This is an optimization exercise on Yosys and OpenROAD, whose aim is small area and a short achievable clock period, not a production implementation.
No functional check of the RTL was part of any run shown here.
Power figures rest on the tool's default switching activity, not on a simulated workload.

$ cat flow/config.mk
export PLATFORM = sky130hd
export DESIGN_NAME = rgb565_pixel_alu_top
export DESIGN_NICKNAME = rgb565_pixel_alu_top
export VERILOG_FILES = /design/flow/design.v
export SDC_FILE = /design/flow/constraint.sdc
export NUM_CORES = 4
export LEC_CHECK = 0
export CAP_MARGIN = 20
export CORE_MARGIN = 2
export CORE_UTILIZATION = 40
export SETUP_SLACK_MARGIN = 3.0
export SLEW_MARGIN = 20
$ cat flow/constraint.sdc
create_clock -name core_clock -period 6.3 [get_ports {clk}]
set_input_delay 1.2600 -clock core_clock [delete_from_list [all_inputs] [get_ports {clk}]]
set_output_delay 1.2600 -clock core_clock [all_outputs]
set_load 0.01 [all_outputs]
$ cat flow/design.v
`timescale 1ns / 1ps
package rpa_pkg;
	localparam logic [2:0] OP_LERP  = 3'd0;
	localparam logic [2:0] OP_SCALE = 3'd1;
	localparam logic [2:0] OP_ADD   = 3'd2;
	localparam logic [2:0] OP_SUB   = 3'd3;
	localparam logic [2:0] OP_HALF  = 3'd4;
	localparam logic [2:0] OP_QUANT = 3'd5;
endpackage
`timescale 1ns / 1ps
import rpa_pkg::*;
module rpa_lane_dec #(
	parameter int unsigned Width = 5
) (
	input  logic [2:0]         op,
	input  logic               div,
	input  logic               lerp,
	input  logic [Width-1:0]   chan_a,
	input  logic [Width-1:0]   chan_b,
	input  logic               wide_w,
	input  logic [2:0]         depth,
	output logic [Width:0]     mul_x,
	output logic [Width-1:0]   base
);
	localparam logic [Width-1:0] ChanMax = '1;
	logic [2:0]       n_c;
	logic [Width-1:0] kept;
	logic [Width-1:0] quant;
	logic [Width:0]   sum;
	logic [Width-1:0] half;
	logic [Width-1:0] other;
	always_comb begin
		n_c = depth;
		if (depth == 3'd0) begin
			n_c = 3'd1;
		end else if (depth > 3'(Width)) begin
			n_c = 3'(Width);
		end
		kept = chan_a >> (3'(Width) - n_c);
		quant = '0;
		for (int nn = 1; nn <= Width; nn++) begin
			for (int kk = 0; kk < (1 << nn); kk++) begin
				if (n_c == 3'(nn) && kept == Width'(kk)) begin
					quant = Width'((kk * (2 ** Width - 1)) / ((1 << nn) - 1));
				end
			end
		end
	end
	assign sum  = {1'b0, chan_a} + {1'b0, chan_b};
	assign half = Width'(chan_a[Width-1:1]) + Width'(chan_b[Width-1:1]);
	always_comb begin
		case (op)
			OP_LERP:  other = wide_w ? chan_b : chan_a;
			OP_ADD:   other = sum[Width] ? ChanMax : sum[Width-1:0];
			OP_SUB:   other = (chan_a > chan_b) ? (chan_a - chan_b) : '0;
			OP_HALF:  other = half;
			OP_QUANT: other = quant;
			default:  other = chan_a;
		endcase
	end
	always_comb begin
		if (div) begin
			mul_x = {1'b0, chan_a};
		end else if (lerp) begin
			mul_x = {1'b0, chan_b} - {1'b0, chan_a};
		end else begin
			mul_x = '0;
		end
	end
	assign base = div ? '0 : other;
endmodule
module rpa_lane #(
	parameter int unsigned Width = 5
) (
	input  logic             clk,
	input  logic             en,
	input  logic [Width:0]   mul_x,
	input  logic [Width-1:0] base,
	input  logic [15:0]      mul_y,
	input  logic [15:0]      den_b,
	input  logic             div_b,
	input  logic [95:0]      den_n,
	input  logic [5:0]       div_k,
	output logic [Width-1:0] chan_out
);
	localparam int unsigned N  = Width + 16;
	localparam int unsigned NR = Width + 2;
	localparam int unsigned S0 = Width - 1;
	localparam logic [Width-1:0] ChanMax = '1;
	function automatic int rows_at(int level);
		int c;
		c = NR;
		for (int i = 0; i < level; i++) begin
			c = 2 * (c / 3) + c % 3;
		end
		rows_at = c;
	endfunction
	function automatic int levels(int rows);
		int l;
		int c;
		l = 0;
		c = rows;
		for (int i = 0; i < 8; i++) begin
			if (c > 2) begin
				c = 2 * (c / 3) + c % 3;
				l = l + 1;
			end
		end
		levels = l;
	endfunction
	localparam int unsigned NL = levels(NR);
	logic [(NL+1)*NR*N-1:0] lv;
	logic [N-1:0]           s_r, c_r;
	for (genvar i = 0; i < Width; i++) begin : g_pp
		assign lv[i*N +: N] = mul_x[i] ? (N'(mul_y) << i) : '0;
	end
	assign lv[Width*N +: N]     = mul_x[Width] ? ~(N'(mul_y) << Width) : '0;
	assign lv[(Width+1)*N +: N] = (N'(base) << 8) | N'(mul_x[Width]);
	for (genvar l = 0; l < NL; l++) begin : g_lvl
		localparam int C = rows_at(l);
		localparam int G = C / 3;
		for (genvar g = 0; g < G; g++) begin : g_csa
			logic [N-1:0] x, y, z;
			assign x = lv[(l*NR + 3*g)*N +: N];
			assign y = lv[(l*NR + 3*g + 1)*N +: N];
			assign z = lv[(l*NR + 3*g + 2)*N +: N];
			assign lv[((l+1)*NR + 2*g)*N +: N]     = x ^ y ^ z;
			assign lv[((l+1)*NR + 2*g + 1)*N +: N] = ((x & y) | (x & z) | (y & z)) << 1;
		end
		for (genvar r = 3 * G; r < C; r++) begin : g_pass
			assign lv[((l+1)*NR + 2*G + r - 3*G)*N +: N] = lv[(l*NR + r)*N +: N];
		end
	end
	always_ff @(posedge clk) begin
		if (en) begin
			s_r <= lv[(NL*NR)*N +: N];
			c_r <= lv[(NL*NR + 1)*N +: N];
		end
	end
	logic [N-1:0] prod;
	logic [N:0]   z_step;
	logic [N:0]   z_ovf;
	logic         hit0;
	assign prod   = s_r + c_r;
	assign z_step = {1'b0, s_r} + {1'b0, c_r} - {1'b0, N'(den_b) << S0};
	assign z_ovf  = {1'b0, s_r} + {1'b0, c_r} - {1'b0, N'(den_b) << Width};
	assign hit0   = div_b && !z_step[N];
	logic [N-1:0] st [0:Width-1];
	logic         ovf [0:Width-1];
	always_ff @(posedge clk) begin
		if (en) begin
			st[0]  <= {hit0 ? z_step[S0+15:S0] : prod[S0+15:S0], prod[S0-1:0], hit0};
			ovf[0] <= !z_ovf[N];
		end
	end
	for (genvar k = 1; k < Width; k++) begin : g_step
		logic [15:0]      t;
		logic [Width-1:0] lq;
		logic [16:0]      diff;
		logic             hit;
		logic [N-1:0]     nxt;
		assign t    = st[k-1][N-1:Width];
		assign lq   = st[k-1][Width-1:0];
		assign diff = {t, lq[Width-1]} + {1'b1, den_n[16*k +: 16]} + 17'd1;
		assign hit  = !diff[16];
		assign nxt  = {hit ? diff[15:0] : {t[14:0], lq[Width-1]}, lq[Width-2:0], hit};
		if (k < Width - 1) begin : g_reg
			always_ff @(posedge clk) begin
				if (en) begin
					st[k]  <= nxt;
					ovf[k] <= ovf[k-1];
				end
			end
		end else begin : g_last
			logic [Width-1:0] res;
			always_comb begin
				if (!div_k[k]) begin
					res = nxt[2*Width+7:Width+8];
				end else if (ovf[k-1]) begin
					res = ChanMax;
				end else begin
					res = nxt[Width-1:0];
				end
			end
			if (Width < 6) begin : g_hold
				always_ff @(posedge clk) begin
					if (en) begin
						chan_out <= res;
					end
				end
			end else begin : g_out
				assign chan_out = res;
			end
		end
	end
endmodule
`timescale 1ns / 1ps
import rpa_pkg::*;
module rpa_merge (
	input  logic        clk,
	input  logic        arst_n,
	input  logic        valid,
	input  logic [15:0] color,
	input  logic        out_ready,
	output logic        out_valid,
	output logic [15:0] color_out,
	output logic        advance
);
	assign advance = !out_valid || out_ready;
	always_ff @(posedge clk or negedge arst_n) begin
		if (!arst_n) begin
			out_valid <= 1'b0;
		end else if (advance) begin
			out_valid <= valid;
		end
	end
	always_ff @(posedge clk) begin
		if (advance) begin
			color_out <= color;
		end
	end
endmodule
`timescale 1ns / 1ps
import rpa_pkg::*;
module rgb565_pixel_alu_top (
	input  logic        clk,
	input  logic        arst_n,
	input  logic        in_valid,
	output logic        in_ready,
	input  logic [2:0]  in_op,
	input  logic [15:0] in_color_a,
	input  logic [15:0] in_color_b,
	input  logic [8:0]  in_weight,
	input  logic [15:0] in_scale_num,
	input  logic [15:0] in_scale_den,
	input  logic [2:0]  in_red_depth,
	input  logic [2:0]  in_green_depth,
	input  logic [2:0]  in_blue_depth,
	output logic        out_valid,
	input  logic        out_ready,
	output logic [15:0] out_color
);
	logic        advance;
	logic        div_c;
	logic        lerp_c;
	logic [15:0] y_c;
	logic [15:0] den_c;
	logic [5:0]  xr_c, xb_c;
	logic [6:0]  xg_c;
	logic [4:0]  br_c, bb_c;
	logic [5:0]  bg_c;
	logic        valid_d;
	logic        div_d;
	logic [15:0] y_d;
	logic [15:0] den_d;
	logic [5:0]  xr_d, xb_d;
	logic [6:0]  xg_d;
	logic [4:0]  br_d, bb_d;
	logic [5:0]  bg_d;
	logic        valid_a;
	logic        div_a;
	logic [15:0] den_a;
	logic [5:0]  valid_k;
	logic [5:0]  div_k;
	logic [95:0] den_n;
	logic [4:0]  red, blue;
	logic [5:0]  green;
	assign in_ready = advance;
	assign div_c  = (in_op == OP_SCALE) && (in_scale_den != 16'd0);
	assign lerp_c = (in_op == OP_LERP) && !in_weight[8];
	assign y_c    = div_c ? in_scale_num : {8'd0, in_weight[7:0]};
	assign den_c  = div_c ? in_scale_den : 16'hFFFF;
	rpa_lane_dec #(.Width(5)) u_dec_r (
		.op(in_op), .div(div_c), .lerp(lerp_c),
		.chan_a(in_color_a[15:11]), .chan_b(in_color_b[15:11]),
		.wide_w(in_weight[8]), .depth(in_red_depth), .mul_x(xr_c), .base(br_c));
	rpa_lane_dec #(.Width(6)) u_dec_g (
		.op(in_op), .div(div_c), .lerp(lerp_c),
		.chan_a(in_color_a[10:5]), .chan_b(in_color_b[10:5]),
		.wide_w(in_weight[8]), .depth(in_green_depth), .mul_x(xg_c), .base(bg_c));
	rpa_lane_dec #(.Width(5)) u_dec_b (
		.op(in_op), .div(div_c), .lerp(lerp_c),
		.chan_a(in_color_a[4:0]), .chan_b(in_color_b[4:0]),
		.wide_w(in_weight[8]), .depth(in_blue_depth), .mul_x(xb_c), .base(bb_c));
	always_ff @(posedge clk or negedge arst_n) begin
		if (!arst_n) begin
			valid_d <= 1'b0;
			valid_a <= 1'b0;
			valid_k <= '0;
		end else if (advance) begin
			valid_d <= in_valid;
			valid_a <= valid_d;
			valid_k <= {valid_k[4:1], valid_a, 1'b0};
		end
	end
	always_ff @(posedge clk) begin
		if (advance) begin
			div_d <= div_c;
			y_d   <= y_c;
			den_d <= den_c;
			xr_d  <= xr_c;
			xg_d  <= xg_c;
			xb_d  <= xb_c;
			br_d  <= br_c;
			bg_d  <= bg_c;
			bb_d  <= bb_c;
			div_a <= div_d;
			den_a <= den_d;
			div_k <= {div_k[4:1], div_a, 1'b0};
			den_n <= {den_n[79:16], ~den_a, 16'd0};
		end
	end
	rpa_lane #(.Width(5)) u_lane_r (
		.clk(clk), .en(advance), .mul_x(xr_d), .base(br_d), .mul_y(y_d),
		.den_b(den_a), .div_b(div_a), .den_n(den_n), .div_k(div_k), .chan_out(red));
	rpa_lane #(.Width(6)) u_lane_g (
		.clk(clk), .en(advance), .mul_x(xg_d), .base(bg_d), .mul_y(y_d),
		.den_b(den_a), .div_b(div_a), .den_n(den_n), .div_k(div_k), .chan_out(green));
	rpa_lane #(.Width(5)) u_lane_b (
		.clk(clk), .en(advance), .mul_x(xb_d), .base(bb_d), .mul_y(y_d),
		.den_b(den_a), .div_b(div_a), .den_n(den_n), .div_k(div_k), .chan_out(blue));
	rpa_merge u_merge (
		.clk      (clk),
		.arst_n   (arst_n),
		.valid    (valid_k[5]),
		.color    ({red, green, blue}),
		.out_ready(out_ready),
		.out_valid(out_valid),
		.color_out(out_color),
		.advance  (advance)
	);
endmodule
$ cat flow/run.sh
#!/bin/bash
# synth_recipe.tcl (not shown) runs the flow's synth.tcl, then flattens the netlist and writes it again
# the make line also repeats each setting of config.mk as NAME=value (left out here)
make -C /OpenROAD-flow-scripts/flow DESIGN_CONFIG=/design/flow/config.mk WORK_HOME=/design/flow/orfs CLKGATE_MAP_FILE= SYNTH_SCRIPT=/design/flow/synth_recipe.tcl finish
==> results of run 1 <==
-- critical path, stage by stage (launching register included) --
cell	delay [ps]
edfxtp_1	410
ha_4	280
and3_1	210
a221oi_4	310
or2b_1	290
xor2_2	210
ha_4	240
o21a_1	180
o31a_1	130
nor4_2	200
o21ai_2	120
o31ai_2	290
o21ai_2	100
o41a_1	350
nor3_2	190
o21ai_4	90
buf_6	180
inv_8	90
mux2_2	340
-- report_power, final --
part	switching [uW]	leakage [uW]	internal, uW	total [uW]
clock	1760	0.00124	2730	4490
combinational	13200	0.0188	14200	27400
sequential	1270	0.00626	7790	9060
-- worst paths after layout --
| path | start | slack [ps] | cells after the start | to |
|---|---|---|---|---|
| setup reg to reg | u_lane_g.s_r[5] | 1860 | 18 | u_lane_g.st[0][10] |
| min in group asynchronous | arst_n | 900 | 1 | valid_k[4] |
| hold reg to reg | u_lane_b.chan_out[1] | 420 | 0 | u_merge.color_out[1] |
| max in group asynchronous | arst_n | 5140 | 1 | u_merge.out_valid |
| hold / removal | u_lane_b.chan_out[1] | 420 | 0 | u_merge.color_out[1] |
| setup / recovery | u_lane_g.s_r[5] | 1860 | 18 | u_lane_g.st[0][10] |
-- per-stage QoR --
step,power [uW],std cells,util
6_report,40970,6625,0.5071
5_1_grt,44030,6625,0.5071
2_1_floorplan,24980,4481,-
4_1_cts,39480,6525,0.4935
3_5_place_dp,29910,6112,0.4345
3_3_place_gp,29500,6112,0.4344
-- per-layer routing --
layer	global-route usage	vias to the layer above
met1	0.2405	17190
li1	-	17040
met4	0.08444	0
met3	0.02060	249
met2	0.3573	755
met5	0	-
-- what timing repair did --
| item | 4_1_cts | 5_1_grt |
|---|---|---|
| buffers inserted | 265 | 98 |
| gates resized for setup | 476 | 225 |
| pin swaps | 138 | 139 |
| gates cloned | 13 | 2 |
| endpoints found under the setup margin | 374 | 306 |
-- sequential cells by signal, indices dropped and copies added (netlist names), 7 cells and up --
| name | cells |
|---|---|
| u_lane_g.st | 110 |
| u_lane_b.st | 84 |
| u_lane_r.st | 84 |
| den_n | 80 |
| u_lane_g.s_r | 22 |
| u_lane_b.s_r | 21 |
| u_lane_r.s_r | 21 |
| u_lane_g.c_r | 20 |
| u_lane_b.c_r | 19 |
| u_lane_r.c_r | 19 |
| den_a | 16 |
| den_d | 16 |
| u_merge.color_out | 16 |
| y_d | 16 |
| xg_d | 7 |
-- Yosys cell counts, types with 47 or more instances --
cell,number
fa_1,236
mux2_2,193
nand3_1,99
ha_1,484
nand2_1,200
o21ai_0,160
edfxtp_1,609
and2_1,248
a21oi_1,243
o21a_1,47
nand2b_1,52
xnor2_1,194
nor2_1,307
nor3_1,95
clkbuf_1,92
and3_1,49
xor2_1,82
inv_1,411
a21o_1,87
-- layout make-up --
type | count | area share
Clock buffer | 83 | 0.03130
Clock inverter | 52 | 0.01074
Inverter | 416 | 0.02652
Multi-Input combinational cell | 3334 | 0.5127
Sequential cell | 617 | 0.3035
Tap cell | 1612 | 0.03311
Timing Repair Buffer | 509 | 0.08172
Timing Repair inverter | 2 | 0.0004518
-- kinds of logic (layout without fill, tap and decap cells) --
family	after synthesis	in the layout
and+or+nand+nor	1198	1200
buffers and inverters	536	1062
xor gates and xnor gates	277	280
muxes	253	253
adders and majority gates	721	721
DFF	617	617
AOI/OAI and AO/OA	879	880
==> flow_summary_export.csv, run 1 <==
group,metric,value,unit
routing,dr_wl_met3,4.035,mm
job,cap_violations,0,
routing,wl_per_cell,19.02,um
timing,worst_pin_slew,1038,ps
global_routing,grt_pass1_wl,197.8,mm
floorplanning,num_rows,127,
critical_path,cp-start-kind,"flop",
floorplanning,initial_core_util,0.4039,
floorplanning,ios,107,
yosys,synth_top_family_by_area,"adder cells",
timing,rsz0062_at_grt,"true",
routing,vias_per_cell,5.318,
worst_hold_path,holdCritPathClass,"reg -> reg",
yosys,synthSimpleGateAreaFrac,0.1242,
global_routing,grtUsageTotal,0.1986,
cells_and_area,layout_commonest_cell,"edfxtp_1",
yosys,synth_mux_area_frac,0.05910,
place,dpl.hpwl,89.37,mm
floorplanning,fp.coreArea,120100,um^2
global_routing,antenna_found_initial,1,
floorplanning,chipWidth,352.3,um
timing,finClkSkew,27.29,ps
yosys,ys_ff_latch,617,
cts,cts_tree,"built",
cells_and_area,drive_gt1_frac,0.2332,
routing,drc,0,
routing,ant_nets,0,
routing,vias,35230,
cts,clk_latency,650,ps
yosys,yosysTopAreaCell,"edfxtp_1",
critical_path,worst-setup-path-type,"reg -> reg",
place,place_area,52190,um^2
yosys,synth_top_area_frac,0.3769,
pwr,ir_worst_vdd,0.0004356,V
timing,min_period_over_period,0.7054,
timing,setup_viol,0,
place,place_ws,869.7,ps
critical_path,crit_fanout,8,
timing,final_max_slew_viol_count,0,
cts,clock-sinks,617,
timing,setup_ws,1856,ps
cts,htree_levels,3,
pwr,leakagePower,0.02625,uW
yosys,synthArstFlopShare,0.01297,
cts,cts_root_buf,"clkbuf_16",
yosys,ys_types,97,
cells_and_area,multi_input_area,31230,um^2
timing,whs,415.8,ps
cts,cts_buffers,74,
global_routing,gr-total-overflow,0,
routing,wl_met1,52.70,mm
routing,top_layer,"met4",
cts,clkSlewWorstSetupHoldPaths,60,ps
routing,first_pass_iters,5,
cells_and_area,seq_area,18490,um^2
floorplanning,die_area,124100,um^2
pwr,p_per_area,672.6,nW/um^2
yosys,netlist_instances,4481,
yosys,netlist_area,48520,um^2
yosys,synth_edf_count,609,
yosys,synth_nets,5290,
timing,fmax,0.2250,GHz
yosys,synthXorXnorAreaFrac,0.05039,
cells_and_area,area_growth,25.55,%
routing,routed_wl,126.0,mm
yosys,synth-compound-area-share,0.1205,
yosys,synth-main-ff-cell,"edfxtp_1",
global_routing,first_global_vias,35930,
critical_path,worstPathRequired,6690,ps
yosys,yosys_warnings,10,
timing,slew_headroom,0.3078,
yosys,yosys.area_share.adder,0.2224,
timing,fin_crit,4444,ps
global_routing,grt_max_degree,152,
cts,clockBufferDepth,3,
yosys,synth_area_leaders,"edfxtp_1 (38%), ha_1 (12%), fa_1 (9.7%)",
cells_and_area,layout_common_cells,"edfxtp_1 (609), ha_1 (430), inv_1 (382)",
cts,cts_hold_buf,0,
critical_path,critPathCaptureType,"flop",
critical_path,worst_ep_arrival_time,4830,ps
cells_and_area,final_nets,5763,
timing,fin_tns_setup,0,ps
routing,drt_iter0_markers,1973,
timing,hold_viol_final,0,
place,gp_congestion,0.8728,
yosys,synth_seq_area_share,0.3810,
routing,met2_length,63.55,mm
cells_and_area,diodes,0,
status,status,"timing/DRC/antenna clean",
cells_and_area,finalInstanceArea,60920,um^2
cells_and_area,fillers,10560,
place,numPortBuffers,106,
yosys,avgSynthCellArea,10.83,um^2
floorplanning,die_h,352.3,um
==> run 2, diff against run 1 <==
--- a/flow/config.mk
+++ b/flow/config.mk
@@ -9,4 +9,3 @@
 export CORE_MARGIN = 2
 export CORE_UTILIZATION = 40
-export SETUP_SLACK_MARGIN = 3.0
 export SLEW_MARGIN = 20
==> flow_summary_export.csv, run 2 <==
group,metric,value,unit
place,place_area,51490,um^2
timing,slew_headroom,0.2914,
floorplanning,initial_core_util,0.4039,
routing,drc,0,
critical_path,worstPathRequired,6680,ps
pwr,leakagePower,0.02280,uW
cts,clockBufferDepth,3,
place,numPortBuffers,106,
routing,ant_nets,0,
pwr,ir_worst_vdd,0.0004162,V
global_routing,antenna_found_initial,1,
cells_and_area,fillers,11250,
routing,wl_per_cell,18.63,um
cells_and_area,finalInstanceArea,53840,um^2
yosys,synthXorXnorAreaFrac,0.05039,
routing,routed_wl,116.4,mm
timing,finClkSkew,25.45,ps
cells_and_area,final_nets,5388,
cells_and_area,largest_reg_flops,110,
cts,cts_buffers,74,
critical_path,cp_slowest_cell,"o31ai_1",
routing,drt_iter0_markers,1928,
timing,final_max_slew_viol_count,0,
cells_and_area,finish.utilization,0.4482,
place,dpl.hpwl,90.10,mm
critical_path,cp-start-kind,"flop",
critical_path,worst_ep_arrival_time,5730,ps
timing,worst_pin_slew,1058,ps
cts,clkSlewWorstSetupHoldPaths,60,ps
floorplanning,chipWidth,352.3,um
critical_path,cp-endpoint,"u_lane_g.st[0][21]",
timing,min_period_over_period,0.8501,
critical_path,worst-setup-path-type,"reg -> reg",
routing,vias_per_cell,5.355,
yosys,synth_nets,5290,
yosys,synthArstFlopShare,0.01297,
place,gp_congestion,0.8968,
floorplanning,fp.coreArea,120100,um^2
yosys,synth_seq_area_share,0.3810,
global_routing,gr-total-overflow,0,
timing,setup_viol,0,
yosys,yosys_warnings,10,
cts,clock-sinks,617,
floorplanning,die_h,352.3,um
cts,postCtsSetupRepairBufs,0,
global_routing,grt_pass1_wl,187.0,mm
cells_and_area,largestRegisters,"u_lane_g.st x110, u_lane_b.st x84, u_lane_r.st x84",
yosys,netlist_area,48520,um^2
yosys,synth_top_family_by_area,"adder cells",
timing,fin_tns_setup,0,ps
yosys,yosysMostFrequentCell,"edfxtp_1",
yosys,synth_area_leaders,"edfxtp_1 (38%), ha_1 (12%), fa_1 (9.7%)",
yosys,ys_ff_latch,617,
critical_path,startpoint,"u_lane_g.c_r[2]",
yosys,netlist_instances,4481,
yosys,synth_top_area_frac,0.3769,
floorplanning,die_area,124100,um^2
worst_hold_path,holdCritPathClass,"reg -> reg",
timing,rsz0062_at_grt,"false",
critical_path,crit_fanout,15,
cts,post_cts_resized,0,
pwr,p_per_area,617.2,nW/um^2
critical_path,reg2reg_slack,940,ps
cells_and_area,largest_register,"u_lane_g.st",
cells_and_area,diodes,0,
job,cap_violations,0,
floorplanning,num_rows,127,
critical_path,reg2reg_depth,20,
global_routing,grtUsageTotal,0.1875,
global_routing,grt_max_degree,143,
cells_and_area,layout_common_cells,"edfxtp_1 (609), ha_1 (484), inv_1 (411)",
place,place_ws,793.6,ps
critical_path,critPathCaptureType,"flop",
pwr,power,33230,uW
global_routing,first_global_vias,33860,
yosys,synth_edf_count,609,
yosys,synth-main-ff-cell,"edfxtp_1",
timing,setup_ws,944.1,ps
yosys,synth_mux_area_frac,0.05910,
cts,htree_levels,3,
floorplanning,ios,107,
cells_and_area,area_growth,10.96,%
critical_path,critPathBufInv,2,
cts,clk_latency,640,ps
critical_path,path_depth,20,
yosys,yosysTopAreaCell,"edfxtp_1",
yosys,synth-compound-area-share,0.1205,
critical_path,cp_slowest_stage_delay,430,ps
yosys,synthSimpleGateAreaFrac,0.1242,
timing,fmax,0.1867,GHz
critical_path,cpMostUsedCell,"ha_1",
timing,fin_crit,5356,ps
yosys,synthTopCellsByCount,"edfxtp_1 (609), ha_1 (484), inv_1 (411)",
routing,vias,33450,
cts,cts_tree,"built",
yosys,ys_types,97,
yosys,yosys.area_share.adder,0.2224,
cells_and_area,drive_gt1_frac,0.08759,
critical_path,r2r-start,"u_lane_g.c_r[2]",
critical_path,reg2reg_to,"u_lane_g.st[0][21]",
critical_path,crit_family,"compound AO/OA/AOI/OAI gates",
critical_path,path_cells,"ha_1 > inv_1 > fa_1 > nor2b_1 > o31ai_1 > or2b_1 > a21oi_1 > xnor2_1 > ha_1 > o21a_1 > o31a_1 > nor4_1 > o21ai_1 > o31ai_2 > o21ai_0 > o41a_1 > nor3_1 > o21ai_2 > inv_2 > mux2_2",
cts,cts_hold_buf,0,
timing,hold_viol_final,0,
routing,first_pass_iters,5,
yosys,avgSynthCellArea,10.83,um^2
cts,cts_root_buf,"clkbuf_16",
status,status,"timing/DRC/antenna clean",
cells_and_area,layout_commonest_cell,"edfxtp_1",
==> run 2: worst min-delay path by stage <==
stage / from / endpoint / slack [ps] / cells past startpoint
2_1_floorplan: den_d[0] / den_a[0] / 400 / 0
6_report: den_d[4] / den_a[4] / 400 / 0
3_5_place_dp: den_d[12] / den_a[12] / 400 / 0
5_1_grt: u_lane_b.st[0][1] / u_lane_b.st[1][2] / 420 / 0
4_1_cts: den_d[4] / den_a[4] / 400 / 0
3_3_place_gp: den_d[6] / den_a[6] / 400 / 0
==> run 2: power by group <==
group	switching [uW]	total [uW]	internal, uW
clock	1750	4100	2350
sequential	1460	9250	7790
combinational	10500	19900	9340
total	13800	33200	19500
==> run 2: kinds of logic (layout without fill, tap and decap cells) <==
group                      count (synthesis)  after routing
AOI/OAI and AO/OA                        879            879
and+or+nand+nor                         1198           1198
xor gates and xnor gates                 277            277
adders and majority gates                721            721
DFF                                      617            617
muxes                                    253            253
buffers and inverters                    536            690
==> run 2: metrics by stage <==
stage	instances	hold WS, ps
finish	6247	396.7
global placement	6113	400.8
floorplan	4481	400.3
detailed placement	6115	404.5
CTS	6247	400.5
global route	6247	422.5
==> run 2: layout make-up <==
| type | count | area (um^2) | area share |
|---|---|---|---|
| Clock buffer | 87 | 1901 | 0.03530 |
| Sequential cell | 617 | 18490 | 0.3434 |
| Multi-Input combinational cell | 3328 | 28080 | 0.5216 |
| Timing Repair Buffer | 142 | 1364 | 0.02533 |
| Inverter | 416 | 1562 | 0.02900 |
| Clock inverter | 45 | 427.9 | 0.007948 |
| Tap cell | 1612 | 2017 | 0.03746 |
==> run 2: routing by layer <==
| layer | GRT usage | vias up | routed length (um) | share of wire |
|---|---|---|---|---|
| li1 | - | 16290 | - | - |
| met1 | 0.2465 | 16320 | 52230 | 0.45 |
| met2 | 0.3214 | 677 | 55550 | 0.48 |
| met3 | 0.02360 | 174 | 4894 | 0.042 |
| met4 | 0.05803 | 0 | 3738 | 0.032 |
| met5 | 0 | - | 0 | 0 |
==> run 2: worst reg2reg max path, cell delays in order (launching register included) <==
cell	delay (ps)
edfxtp_1	360
ha_1	230
inv_1	70
fa_1	200
nor2b_1	70
o31ai_1	430
or2b_1	270
a21oi_1	200
xnor2_1	210
ha_1	330
o21a_1	120
o31a_1	130
nor4_1	310
o21ai_1	210
o31ai_2	320
o21ai_0	220
o41a_1	370
nor3_1	190
o21ai_2	120
inv_2	350
mux2_2	390

-- re-timing with driven ports --
The flow's constraints put no driver on any port. The routed layouts listed below were extracted and timed again, unchanged, in two steps.
Step 1 assumes that a clkbuf_16 drives the clock port and a buf_2 every other input.
Step 2 also shifts input and output timing later by t, the mid clock arrival at the registers, as if the neighbouring blocks saw the same clock.
Slacks: ideal ports / drivers / drivers and shift; pairs: ideal ports / drivers.
run | shift t [ns] | setup slack, ns | hold slack, ns
run 1 | 0.699 | 1.856 / 1.856 / 1.856 | 0.416 / 0.416 / 0.416
run 2 | 0.699 | 0.944 / 0.944 / 0.785 | 0.397 / 0.397 / 0.397
After both steps setup and hold are still met in every run listed. For run 2, which loses most, drivers alone change the setup slack by 0.000 ns; drivers and shift together by -0.159 ns.
